Source: an optimization exercise on an open RTL-to-GDS flow (aim: small area, a short achievable clock period and few clock cycles per item). Production flows keep margins and buffers that such runs may drop. Where RTL was checked, it was by simulation tests only, not by an equivalence proof against the original.

==> flow/design.v (excerpt) <==
module rolling_hash_substring_counter_top (
  input  logic        clk,
  input  logic        rst_n,
  input  logic        in_valid,
  output logic        in_ready,
  input  logic [1:0]  in_op,
  input  logic [7:0]  in_char,
  output logic        out_valid,
  input  logic        out_ready,
  output logic        out_match,
  output logic [15:0] out_start,
  output logic [15:0] out_count
);
  logic       res_pop;
  logic       s0_valid;
  logic       s0_text;
  logic [1:0] s0_op;
  logic [7:0] s0_chr;
  logic [3:0] s0_bo, s0_bt, s0_bn;
  logic       r_push, r_match, r_restart;
  logic [6:0] r_klen;
  rhsc_front u_front (
    .clk      (clk),
    .rst_n    (rst_n),
    .in_valid (in_valid),
    .in_op    (in_op),
    .in_char  (in_char),
    .in_ready (in_ready),
    .res_pop  (res_pop),
    .s0_valid (s0_valid),
    .s0_text  (s0_text),
    .s0_op    (s0_op),
    .s0_chr   (s0_chr),
    .s0_bo    (s0_bo),
    .s0_bt    (s0_bt),
    .s0_bn    (s0_bn)
  );
  rhsc_back u_back (
    .clk       (clk),
    .rst_n     (rst_n),
    .s0_valid  (s0_valid),
    .s0_text   (s0_text),
    .s0_op     (s0_op),
    .s0_chr    (s0_chr),
    .s0_bo     (s0_bo),
    .s0_bt     (s0_bt),
    .s0_bn     (s0_bn),
    .r_push    (r_push),
    .r_match   (r_match),
    .r_restart (r_restart),
    .r_klen    (r_klen)
  );
  rhsc_queue u_queue (
    .clk       (clk),
    .rst_n     (rst_n),
    .r_push    (r_push),
    .r_match   (r_match),
    .r_restart (r_restart),
    .r_klen    (r_klen),
    .res_pop   (res_pop),
    .out_valid (out_valid),
    .out_ready (out_ready),
    .out_match (out_match),
    .out_start (out_start),
    .out_count (out_count)
  );
endmodule
==> module rhsc_front, before the edit <==
module rhsc_front (
  input  logic       clk,
  input  logic       rst_n,
  input  logic       in_valid,
  input  logic [1:0] in_op,
  input  logic [7:0] in_char,
  output logic       in_ready,
  input  logic       res_pop,      
  output logic       s0_valid,
  output logic       s0_text,      
  output logic [1:0] s0_op,
  output logic [7:0] s0_chr,
  output logic [3:0] s0_bo,        
  output logic [3:0] s0_bt,        
  output logic [3:0] s0_bn         
);
  localparam int CAP = rhsc_pkg::RQ_DEPTH + 1;   
  logic       rdy_r;
  logic [CAP-1:0] occ_r;      
  logic [CAP-1:0] occ_nxt;
  logic       acc;
  logic       acc_text;
  assign acc      = in_valid && rdy_r;
  assign acc_text = acc && (in_op == rhsc_pkg::OP_TEXT);
  logic rdy_nxt;
  always_comb begin
    case ({acc_text, res_pop})
      2'b10:   begin occ_nxt = {occ_r[CAP-2:0], 1'b1}; rdy_nxt = !occ_r[CAP-2]; end
      2'b01:   begin occ_nxt = {1'b0, occ_r[CAP-1:1]}; rdy_nxt = 1'b1;          end
      default: begin occ_nxt = occ_r;                  rdy_nxt = !occ_r[CAP-1]; end
    endcase
  end
  always_ff @(posedge clk) begin
    if (!rst_n) begin
      occ_r    <= '0;
      rdy_r    <= 1'b1;
      s0_valid <= 1'b0;
      s0_text  <= 1'b0;
    end else begin
      occ_r    <= occ_nxt;
      rdy_r    <= rdy_nxt;
      s0_valid <= acc && (in_op != 2'd3);
      s0_text  <= acc_text;
    end
  end
  logic [8:0] cx;
  logic [3:0] bo, bt, bn;
  assign cx = {in_char, 1'b0};
  always_comb begin
    for (int i = 0; i < 4; i++) begin
      bo[i] = cx[2*i+1] ^ cx[2*i];
      bt[i] = (cx[2*i+2] & ~cx[2*i+1] & ~cx[2*i]) | (~cx[2*i+2] & cx[2*i+1] & cx[2*i]);
      bn[i] = cx[2*i+2];
    end
  end
  always_ff @(posedge clk) begin
    s0_op  <= in_op;
    s0_chr <= in_char;
    s0_bo  <= bo;
    s0_bt  <= bt;
    s0_bn  <= bn;
  end
  assign in_ready = rdy_r;
endmodule
==> module rhsc_queue, before the edit <==
module rhsc_queue (
  input  logic        clk,
  input  logic        rst_n,
  input  logic        r_push,
  input  logic        r_match,
  input  logic        r_restart,
  input  logic [6:0]  r_klen,
  output logic        res_pop,
  output logic        out_valid,
  input  logic        out_ready,
  output logic        out_match,
  output logic [15:0] out_start,
  output logic [15:0] out_count
);
  localparam int D  = rhsc_pkg::RQ_DEPTH;
  localparam int AW = $clog2(D);
  logic [8:0]    q_mem [D];
  logic [AW-1:0] wp_r, rp_r;
  logic [D-1:0]  cnt_r;        
  logic          q_nonempty;
  logic          load;
  logic [8:0]    e;
  logic          ov_r;
  logic          om_r;
  logic [15:0]   os_r;
  logic [15:0]   cnt_out_r;    
  logic [15:0]   pn_r;         
  assign q_nonempty = cnt_r[0];
  assign res_pop    = ov_r && out_ready;
  assign load       = q_nonempty && (!ov_r || out_ready);
  assign e          = q_mem[rp_r];
  function automatic logic [AW-1:0] inc(input logic [AW-1:0] p);
    inc = (p == AW'(D - 1)) ? '0 : p + 1'b1;
  endfunction
  always_ff @(posedge clk) begin
    if (!rst_n) begin
      wp_r  <= '0;
      rp_r  <= '0;
      cnt_r <= '0;
    end else begin
      if (r_push) wp_r <= inc(wp_r);
      if (load)   rp_r <= inc(rp_r);
      if (r_push && !load) begin
        cnt_r <= {cnt_r[D-2:0], 1'b1};
      end else if (!r_push && load) begin
        cnt_r <= {1'b0, cnt_r[D-1:1]};
      end
    end
  end
  always_ff @(posedge clk) begin
    if (r_push) q_mem[wp_r] <= {r_match, r_restart, r_klen};
  end
  logic [15:0] b_r;
  logic        e_match, e_rs;
  logic [6:0]  e_klen;
  logic [15:0] st_rs, n_inc, pn_inc, b_inc;
  logic        n_sat, pn_sat;
  assign e_match = e[8];
  assign e_rs    = e[7];
  assign e_klen  = e[6:0];
  assign st_rs   = 16'd1 - 16'(e_klen);        
  assign n_sat   = (cnt_out_r == 16'hFFFF);
  assign pn_sat  = (pn_r == 16'hFFFF);
  assign n_inc   = n_sat  ? cnt_out_r : cnt_out_r + 1'b1;
  assign pn_inc  = pn_sat ? pn_r : pn_r + 1'b1;
  assign b_inc   = pn_sat ? b_r : b_r + 1'b1;
  always_ff @(posedge clk) begin
    if (!rst_n) begin
      ov_r <= 1'b0;
    end else if (load) begin
      ov_r <= 1'b1;
    end else if (res_pop) begin
      ov_r <= 1'b0;
    end
  end
  always_ff @(posedge clk) begin
    if (load) begin
      if (e_rs) begin
        cnt_out_r <= {15'd0, e_match};
        pn_r      <= 16'd1;
      end else begin
        cnt_out_r <= e_match ? n_inc : cnt_out_r;
        pn_r      <= pn_inc;
      end
    end
  end
  always_ff @(posedge clk) begin
    if (load) begin
      om_r <= e_match;
      os_r <= !e_match ? 16'd0 : (e_rs ? st_rs : b_r);
      b_r  <= e_rs ? st_rs + 16'd1 : b_inc;
    end
  end
  assign out_valid = ov_r;
  assign out_match = om_r;
  assign out_start = os_r;
  assign out_count = cnt_out_r;
endmodule
clock: 7.0 ns
lec_check: 0
abc_clock_period_in_ps: 3100
cap_margin: 20
core_margin: 2
core_utilization: 60
cts_cluster_diameter: 80
cts_cluster_size: 28
setup_slack_margin: 3.9
slew_margin: 20
synth_hierarchical: 1
synth_minimum_keep_size: 0
run.sh (not shown) runs the stock make flow with config.mk's settings and CLKGATE_MAP_FILE= SYNTH_SCRIPT=/design/flow/synth_recipe.tcl, a recipe that flattens the netlist after the stock synthesis.
The starting point ran to the end with no violations.
Change:
--- a/flow/design.v
+++ b/flow/design.v
@@ -5,13 +5,13 @@
   localparam int CHAR_W      = 8;
   localparam logic [1:0] OP_KEY   = 2'd0;
   localparam logic [1:0] OP_TEXT  = 2'd1;
   localparam logic [1:0] OP_CLEAR = 2'd2;
   localparam logic [31:0] INV31 = 32'hBDEF7BDF;
   localparam logic [31:0] S31   = 32'h42108421;
-  localparam int RQ_DEPTH = 6;
+  localparam int RQ_DEPTH = 5;
 endpackage
 module rhsc_front (
   input  logic       clk,
   input  logic       rst_n,
   input  logic       in_valid,
   input  logic [1:0] in_op,
@@ -64,17 +64,18 @@
       bt[i] = (cx[2*i+2] & ~cx[2*i+1] & ~cx[2*i]) | (~cx[2*i+2] & cx[2*i+1] & cx[2*i]);
       bn[i] = cx[2*i+2];
     end
   end
   always_ff @(posedge clk) begin
     s0_op  <= in_op;
-    s0_chr <= in_char;
     s0_bo  <= bo;
     s0_bt  <= bt;
     s0_bn  <= bn;
   end
+  assign s0_chr = {s0_bn[3], s0_bo[3] ^ s0_bn[2], s0_bn[2], s0_bo[2] ^ s0_bn[1],
+                   s0_bn[1], s0_bo[1] ^ s0_bn[0], s0_bn[0], s0_bo[0]};
   assign in_ready = rdy_r;
 endmodule
 module rhsc_queue (
   input  logic        clk,
   input  logic        rst_n,
   input  logic        r_push,
@@ -98,36 +99,43 @@
   logic [8:0]    e;
   logic          ov_r;
   logic          om_r;
   logic [15:0]   os_r;
   logic [15:0]   cnt_out_r;    
   logic [15:0]   pn_r;         
+  logic       byp;             
+  logic       avail;
+  logic       q_pop, q_push;
   assign q_nonempty = cnt_r[0];
+  assign byp        = !q_nonempty;
+  assign avail      = q_nonempty || r_push;
   assign res_pop    = ov_r && out_ready;
-  assign load       = q_nonempty && (!ov_r || out_ready);
-  assign e          = q_mem[rp_r];
+  assign load       = avail && (!ov_r || out_ready);
+  assign q_pop      = load && q_nonempty;
+  assign q_push     = r_push && !(load && byp);
+  assign e          = byp ? {r_match, r_restart, r_klen} : q_mem[rp_r];
   function automatic logic [AW-1:0] inc(input logic [AW-1:0] p);
     inc = (p == AW'(D - 1)) ? '0 : p + 1'b1;
   endfunction
   always_ff @(posedge clk) begin
     if (!rst_n) begin
       wp_r  <= '0;
       rp_r  <= '0;
       cnt_r <= '0;
     end else begin
-      if (r_push) wp_r <= inc(wp_r);
-      if (load)   rp_r <= inc(rp_r);
-      if (r_push && !load) begin
+      if (q_push) wp_r <= inc(wp_r);
+      if (q_pop)  rp_r <= inc(rp_r);
+      if (q_push && !q_pop) begin
         cnt_r <= {cnt_r[D-2:0], 1'b1};
-      end else if (!r_push && load) begin
+      end else if (!q_push && q_pop) begin
         cnt_r <= {1'b0, cnt_r[D-1:1]};
       end
     end
   end
   always_ff @(posedge clk) begin
-    if (r_push) q_mem[wp_r] <= {r_match, r_restart, r_klen};
+    if (q_push) q_mem[wp_r] <= {r_match, r_restart, r_klen};
   end
   logic [15:0] b_r;
   logic        e_match, e_rs;
   logic [6:0]  e_klen;
   logic [15:0] st_rs, n_inc, pn_inc, b_inc;
   logic        n_sat, pn_sat;
Outcome: Fmax is higher slightly. Worst setup slack gets better by 0.055 ns. First-iteration DRC count is lower slightly. Synthesized area is lower slightly. Final area is lower slightly.
Testbench counts after the change, summed over its fixed seeds: cycles 24,804, items 22,232.
The RTL of the first run of this note was laid out without a check of its function.

==> re-timing with driven ports <==
The flow's constraints put no driver on any port. The routed layouts listed below were extracted and timed again, unchanged, in two steps. Step 1: set_driving_cell puts a clkbuf_16 on clk and a buf_2 on each other input, an assumption about the parent block. Step 2 also shifts input and output timing later by t, the mid clock arrival at the registers, as if the neighbouring blocks saw the same clock. Three values: ideal, step 1, step 2; two values: the first two.
run | t (ns) | setup slack, ns | hold slack, ns
the first run | 0.695 | 3.895 / 3.895 / 3.419 | 0.330 / 0.330 / 0.330
the second run | 0.703 | 3.950 / 3.902 / 3.399 | 0.340 / 0.340 / 0.340
After both steps every run listed still meets setup and hold. The setup slack of the second run, which loses most, moves by -0.048 ns with the drivers and by -0.551 ns with both steps.
